This design comes from an exercise in tuning for small area on the open sky130 flow, not from production work.
Function was checked by simulation only, so behaviour that the tests miss may differ from the original.
Power figures rest on the tool's default switching activity, not on a simulated workload.

==> run a <==
==> flow/design.v (excerpt) <==
module riscv_regfile #(
    parameter int XLEN   = 32,
    parameter int NREGS  = 32,
    parameter int ADDR_W = 5
) (
    input  logic              clk,
    input  logic              reset,
    input  logic [ADDR_W-1:0] rs1_addr,
    input  logic [ADDR_W-1:0] rs2_addr,
    output logic [XLEN-1:0]   rs1_data,
    output logic [XLEN-1:0]   rs2_data,
    input  logic              we,
    input  logic [ADDR_W-1:0] rd_addr,
    input  logic [XLEN-1:0]   rd_data,
    input  logic              last_instr_flag_in,
    output logic              halted,
    output logic [15:0]       wr_count
);
==> module riscv_regfile_rdmerge, before the edit <==
module riscv_regfile_rdmerge #(
    parameter int NGRP  = 10,
    parameter int NREST = 1
) (
    input  logic [NGRP-1:0]  grp_n,
    input  logic [NREST-1:0] q,
    input  logic [NREST-1:0] s,
    input  logic             flip,
    output logic             y
);
    assign y = (~&grp_n | |(q & s)) ^ flip;
endmodule
==> module riscv_regfile_rdport, before the edit <==
module riscv_regfile_rdport #(
    parameter int XLEN   = 32,
    parameter int NREGS  = 32,
    parameter int ADDR_W = 5
) (
    input  logic [ADDR_W-1:0]            addr,
    input  logic [NREGS-1:1][XLEN-1:0]   store,
    input  logic                         pol,
    output logic [XLEN-1:0]              data
);
    logic [NREGS-1:1] sel;
    logic             flip;
    always_comb
        for (int r = 1; r < NREGS; r++)
            sel[r] = (addr == ADDR_W'(r));
    assign flip = pol && (addr != '0);
    for (genvar b = 0; b < XLEN; b++) begin : g_bit
        logic [NREGS-1:1] col;
        for (genvar r = 1; r < NREGS; r++) begin : g_col
            assign col[r] = store[r][b];
        end
        riscv_regfile_rdbit #(.NREGS(NREGS)) u_bit (
            .col  (col),
            .sel  (sel),
            .flip (flip),
            .y    (data[b])
        );
    end
endmodule
==> module riscv_regfile_rdbit, before the edit <==
module riscv_regfile_rdbit #(
    parameter int NREGS = 32
) (
    input  logic [NREGS-1:1] col,
    input  logic [NREGS-1:1] sel,
    input  logic             flip,
    output logic             y
);
    localparam int NGRP = (NREGS - 1) / 3;      
    logic [NGRP-1:0] grp_n;
    for (genvar g = 0; g < NGRP; g++) begin : g_grp
        riscv_regfile_aoi3 u_aoi (
            .q   (col[3*g+3:3*g+1]),
            .s   (sel[3*g+3:3*g+1]),
            .y_n (grp_n[g])
        );
    end
    riscv_regfile_rdmerge #(.NGRP(NGRP), .NREST(NREGS - 1 - 3 * NGRP)) u_merge (
        .grp_n (grp_n),
        .q     (col[NREGS-1:3*NGRP+1]),
        .s     (sel[NREGS-1:3*NGRP+1]),
        .flip  (flip),
        .y     (y)
    );
endmodule
==> module riscv_regfile_aoi3, before the edit <==
module riscv_regfile_aoi3 (
    input  logic [2:0] q,
    input  logic [2:0] s,
    output logic       y_n
);
    assign y_n = ~|(q & s);
endmodule
==> module riscv_regfile, before the edit <==
module riscv_regfile #(
    parameter int XLEN   = 32,
    parameter int NREGS  = 32,
    parameter int ADDR_W = 5
) (
    input  logic              clk,
    input  logic              reset,
    input  logic [ADDR_W-1:0] rs1_addr,
    input  logic [ADDR_W-1:0] rs2_addr,
    output logic [XLEN-1:0]   rs1_data,
    output logic [XLEN-1:0]   rs2_data,
    input  logic              we,
    input  logic [ADDR_W-1:0] rd_addr,
    input  logic [XLEN-1:0]   rd_data,
    input  logic              last_instr_flag_in,
    output logic              halted,
    output logic [15:0]       wr_count
);
    logic [NREGS-1:1][XLEN-1:0] store;    
    logic                       pol;
    riscv_pkg::rf_state_e       state;
    logic                       commit;
    logic [NREGS-1:1]           wsel;     
    logic [NREGS-1:1]           wr1;      
    logic [NREGS-1:1]           wr2;      
    logic [XLEN-1:0]            wcol;     
    assign commit = reset && we && (state == riscv_pkg::RF_RUN) && (rd_addr != '0);
    assign halted = (state == riscv_pkg::RF_HALTED);
    assign wcol   = rd_data ^ {XLEN{pol}};
    logic [NREGS-1:1][XLEN-1:0] store_d;
    for (genvar r = 1; r < NREGS; r++) begin : g_row
        for (genvar b = 0; b < XLEN; b++) begin : g_bit
            riscv_regfile_cell u_cell (
                .q   (store[r][b]),
                .wr1 (wr1[r]),
                .wr2 (wr2[r]),
                .c   (wcol[b]),
                .d   (store_d[r][b])
            );
        end
    end
    always_comb begin
        for (int r = 1; r < NREGS; r++) begin
            wsel[r] = commit && (rd_addr == ADDR_W'(r));
            wr1[r]  = wsel[r] || !reset;
            wr2[r]  = !wsel[r];
        end
    end
    always_ff @(posedge clk) begin
        pol <= reset && !pol;
        store <= store_d;
    end
    always_ff @(posedge clk) begin
        if (!reset) begin
            state    <= riscv_pkg::RF_RUN;
            wr_count <= '0;
        end else begin
            if (commit && wr_count != 16'hFFFF)
                wr_count <= wr_count + 16'd1;
            if (state == riscv_pkg::RF_RUN && last_instr_flag_in)
                state <= riscv_pkg::RF_HALTED;
        end
    end
    riscv_regfile_rdport #(.XLEN(XLEN), .NREGS(NREGS), .ADDR_W(ADDR_W)) u_rd1 (
        .addr  (rs1_addr),
        .store (store),
        .pol   (pol),
        .data  (rs1_data)
    );
    riscv_regfile_rdport #(.XLEN(XLEN), .NREGS(NREGS), .ADDR_W(ADDR_W)) u_rd2 (
        .addr  (rs2_addr),
        .store (store),
        .pol   (pol),
        .data  (rs2_data)
    );
endmodule
==> module riscv_regfile_cell, before the edit <==
module riscv_regfile_cell (
    input  logic q,
    input  logic wr1,
    input  logic wr2,
    input  logic c,
    output logic d
);
    assign d = ~((q | wr1) & (c | wr2));
endmodule
Settings: LEC_CHECK=0, ABC_CLOCK_PERIOD_IN_PS=7000, CAP_MARGIN=20, CORE_MARGIN=2, CORE_UTILIZATION=40, SLEW_MARGIN=20, SYNTH_HIERARCHICAL=1; clock period 7.0 ns.
run.sh (not shown) runs the stock make flow with config.mk's settings and CLKGATE_MAP_FILE= SYNTH_SCRIPT=/design/flow/synth_recipe.tcl, a recipe that flattens the netlist after the stock synthesis.
==> inputs of run b, as changes to run a <==
--- a/flow/design.v
+++ b/flow/design.v
@@ -86,3 +86,29 @@
 );
-    assign y = (~&grp_n | |(q & s)) ^ flip;
+    logic [2:0] part;      
+    riscv_regfile_nand4 u_p0 (.a(grp_n[3:0]), .y(part[0]));
+    riscv_regfile_nand4 u_p1 (.a(grp_n[7:4]), .y(part[1]));
+    riscv_regfile_rdlast u_p2 (.g(grp_n[9:8]), .q(q[0]), .s(s[0]), .y(part[2]));
+    logic any;
+    riscv_regfile_or3 u_any (.a(part), .y(any));
+    assign y = any ^ flip;
+endmodule
+module riscv_regfile_or3 (
+    input  logic [2:0] a,
+    output logic       y
+);
+    assign y = |a;
+endmodule
+module riscv_regfile_nand4 (
+    input  logic [3:0] a,
+    output logic       y
+);
+    assign y = ~&a;
+endmodule
+module riscv_regfile_rdlast (
+    input  logic [1:0] g,
+    input  logic       q,
+    input  logic       s,
+    output logic       y
+);
+    assign y = ~(g[0] & g[1] & ~(q & s));
 endmodule
==> flow/flow/run.sh (new file) <==
#!/bin/bash
# The standard layout (standard.sh: the ORFS flow, unchanged synthesis), with two changes:
# clock tree synthesis without dummy loads and with larger sink clusters, and the port buffers
# made with the smallest buffer cell.  Every tool's output goes to flow_standard.log here and
# to ORFS's own per-step logs under orfs/logs.
set -euo pipefail
export CTS_ARGS="-sink_clustering_enable -repair_clock_nets -dont_use_dummy_load -sink_clustering_size 26 -sink_clustering_max_diameter 100"
export BUFFER_PORTS_ARGS="-buffer_cell sky130_fd_sc_hd__buf_1"
bash standard.sh > flow_standard.log 2>&1
==> flow/standard.sh (new file) <==
#!/bin/bash
# synth_recipe.tcl (not shown) runs the flow's synth.tcl, then flattens the netlist and writes it again
# the make line also repeats each setting of config.mk as NAME=value (left out here)
make -C /OpenROAD-flow-scripts/flow DESIGN_CONFIG=/design/flow/config.mk WORK_HOME=/design/flow/orfs CLKGATE_MAP_FILE= SYNTH_SCRIPT=/design/flow/synth_recipe.tcl "${@:-finish}"
PLACE_DENSITY = 0.8   (was unset)
removed: flow/run.sh
==> inputs of run c, as changes to run a <==
==> flow/design.v (replaced) <==
package riscv_pkg;
    localparam int XLEN       = 32;
    localparam int REG_ADDR_W = 5;
    typedef logic [REG_ADDR_W-1:0] reg_idx_t;
    typedef enum logic {
        RF_RUN     = 1'b0,
        RF_HALTED  = 1'b1
    } rf_state_e;
    localparam logic [3:0] ALU_AND = 4'd0;
    localparam logic [3:0] ALU_OR  = 4'd1;
    localparam logic [3:0] ALU_ADD = 4'd2;
    localparam logic [3:0] ALU_SUB = 4'd6;
    localparam logic [3:0] ALU_SLT = 4'd7;
    localparam logic [3:0] ALU_NOR = 4'd12;
endpackage
module riscv_regfile_rdport #(
    parameter int XLEN   = 32,
    parameter int NREGS  = 32,
    parameter int ADDR_W = 5
) (
    input  logic [ADDR_W-1:0]           addr,
    input  logic [NREGS-1:0][XLEN-1:0]  regs,
    input  logic                        commit,
    input  logic [ADDR_W-1:0]           wr_addr,
    input  logic [XLEN-1:0]             wr_data,
    output logic [XLEN-1:0]             data
);
    always_comb begin
        data = '0;
        if (addr != '0 && 32'(addr) < NREGS) begin
            data = regs[addr];
        end
    end
    logic unused_byp;
    assign unused_byp = ^{commit, wr_addr, wr_data};
endmodule
module riscv_regfile #(
    parameter int XLEN   = 32,
    parameter int NREGS  = 32,
    parameter int ADDR_W = 5
) (
    input  logic              clk,
    input  logic              reset,
    input  logic [ADDR_W-1:0] rs1_addr,
    input  logic [ADDR_W-1:0] rs2_addr,
    output logic [XLEN-1:0]   rs1_data,
    output logic [XLEN-1:0]   rs2_data,
    input  logic              we,
    input  logic [ADDR_W-1:0] rd_addr,
    input  logic [XLEN-1:0]   rd_data,
    input  logic              last_instr_flag_in,
    output logic              halted,
    output logic [15:0]       wr_count
);
    logic [NREGS-1:0][XLEN-1:0] regs;
    riscv_pkg::rf_state_e                  state;
    logic                       commit;
    assign commit = reset && we && (state == riscv_pkg::RF_RUN) &&
                    (rd_addr != '0) && (32'(rd_addr) < NREGS);
    assign halted = (state == riscv_pkg::RF_HALTED);
    always_ff @(posedge clk) begin
        if (!reset) begin
            regs     <= '0;
            state    <= riscv_pkg::RF_RUN;
            wr_count <= '0;
        end else begin
            if (commit) begin
                regs[rd_addr] <= rd_data;
                if (wr_count != 16'hFFFF)
                    wr_count <= wr_count + 16'd1;
            end
            if (state == riscv_pkg::RF_RUN && last_instr_flag_in)
                state <= riscv_pkg::RF_HALTED;
        end
    end
    riscv_regfile_rdport #(.XLEN(XLEN), .NREGS(NREGS), .ADDR_W(ADDR_W)) u_rd1 (
        .addr    (rs1_addr),
        .regs    (regs),
        .commit  (commit),
        .wr_addr (rd_addr),
        .wr_data (rd_data),
        .data    (rs1_data)
    );
    riscv_regfile_rdport #(.XLEN(XLEN), .NREGS(NREGS), .ADDR_W(ADDR_W)) u_rd2 (
        .addr    (rs2_addr),
        .regs    (regs),
        .commit  (commit),
        .wr_addr (rd_addr),
        .wr_data (rd_data),
        .data    (rs2_data)
    );
endmodule
ABC_CLOCK_PERIOD_IN_PS = unset   (was 7000)
SYNTH_HIERARCHICAL = unset   (was 1)
==> results.txt <==
The lowest fmax belongs to run a, the highest to run b. Of run c and run b, run b has the higher sequential power (gap about 9%, measured against run b). Between run c and run b, the lower clock power is in run b (gap 110%, measured against run b). The highest via count belongs to run c, the lowest to run a. Against run a, the final cell count of run c is larger by 40%. Of run b and run c, run b has the higher combinational power (gap 39%, measured against run c). Hold slack, highest first: run b, run a, run c. Register-to-register slack: run b < run a < run c.

## static timing again, ports no longer ideal
How much do the figures lean on ideal ports? The routed layouts below were timed once more, with nothing changed but the port constraints. Step 1 (the two cells are an assumption about what drives the block):
set clk [get_ports {clk}]
set_driving_cell -lib_cell sky130_fd_sc_hd__clkbuf_16 $clk
set_driving_cell -lib_cell sky130_fd_sc_hd__buf_2 [delete_from_list [all_inputs] $clk]
Step 2 also shifts input and output timing later by t, the mid clock arrival at the registers, as if the neighbouring blocks saw the same clock. a / b / c = no drivers / after step 1 / after step 2; a / b = the first two.
run | t (ns) | setup slack, ns | worst slew at a driven data input, ns | cell pins on the clock port's net
run a | 0.746 | 0.265 / 0.183 / 0.183 | 0.14 | 1
run b | 0.719 | 0.969 / 0.919 / 0.919 | 0.09 | 1
run c | 0.782 | 0.798 / 0.733 / 0.733 | 0.12 | 1
After both steps every run listed still meets setup and hold. For run a, which loses most, drivers alone change the setup slack by -0.082 ns; drivers and shift together by -0.082 ns.
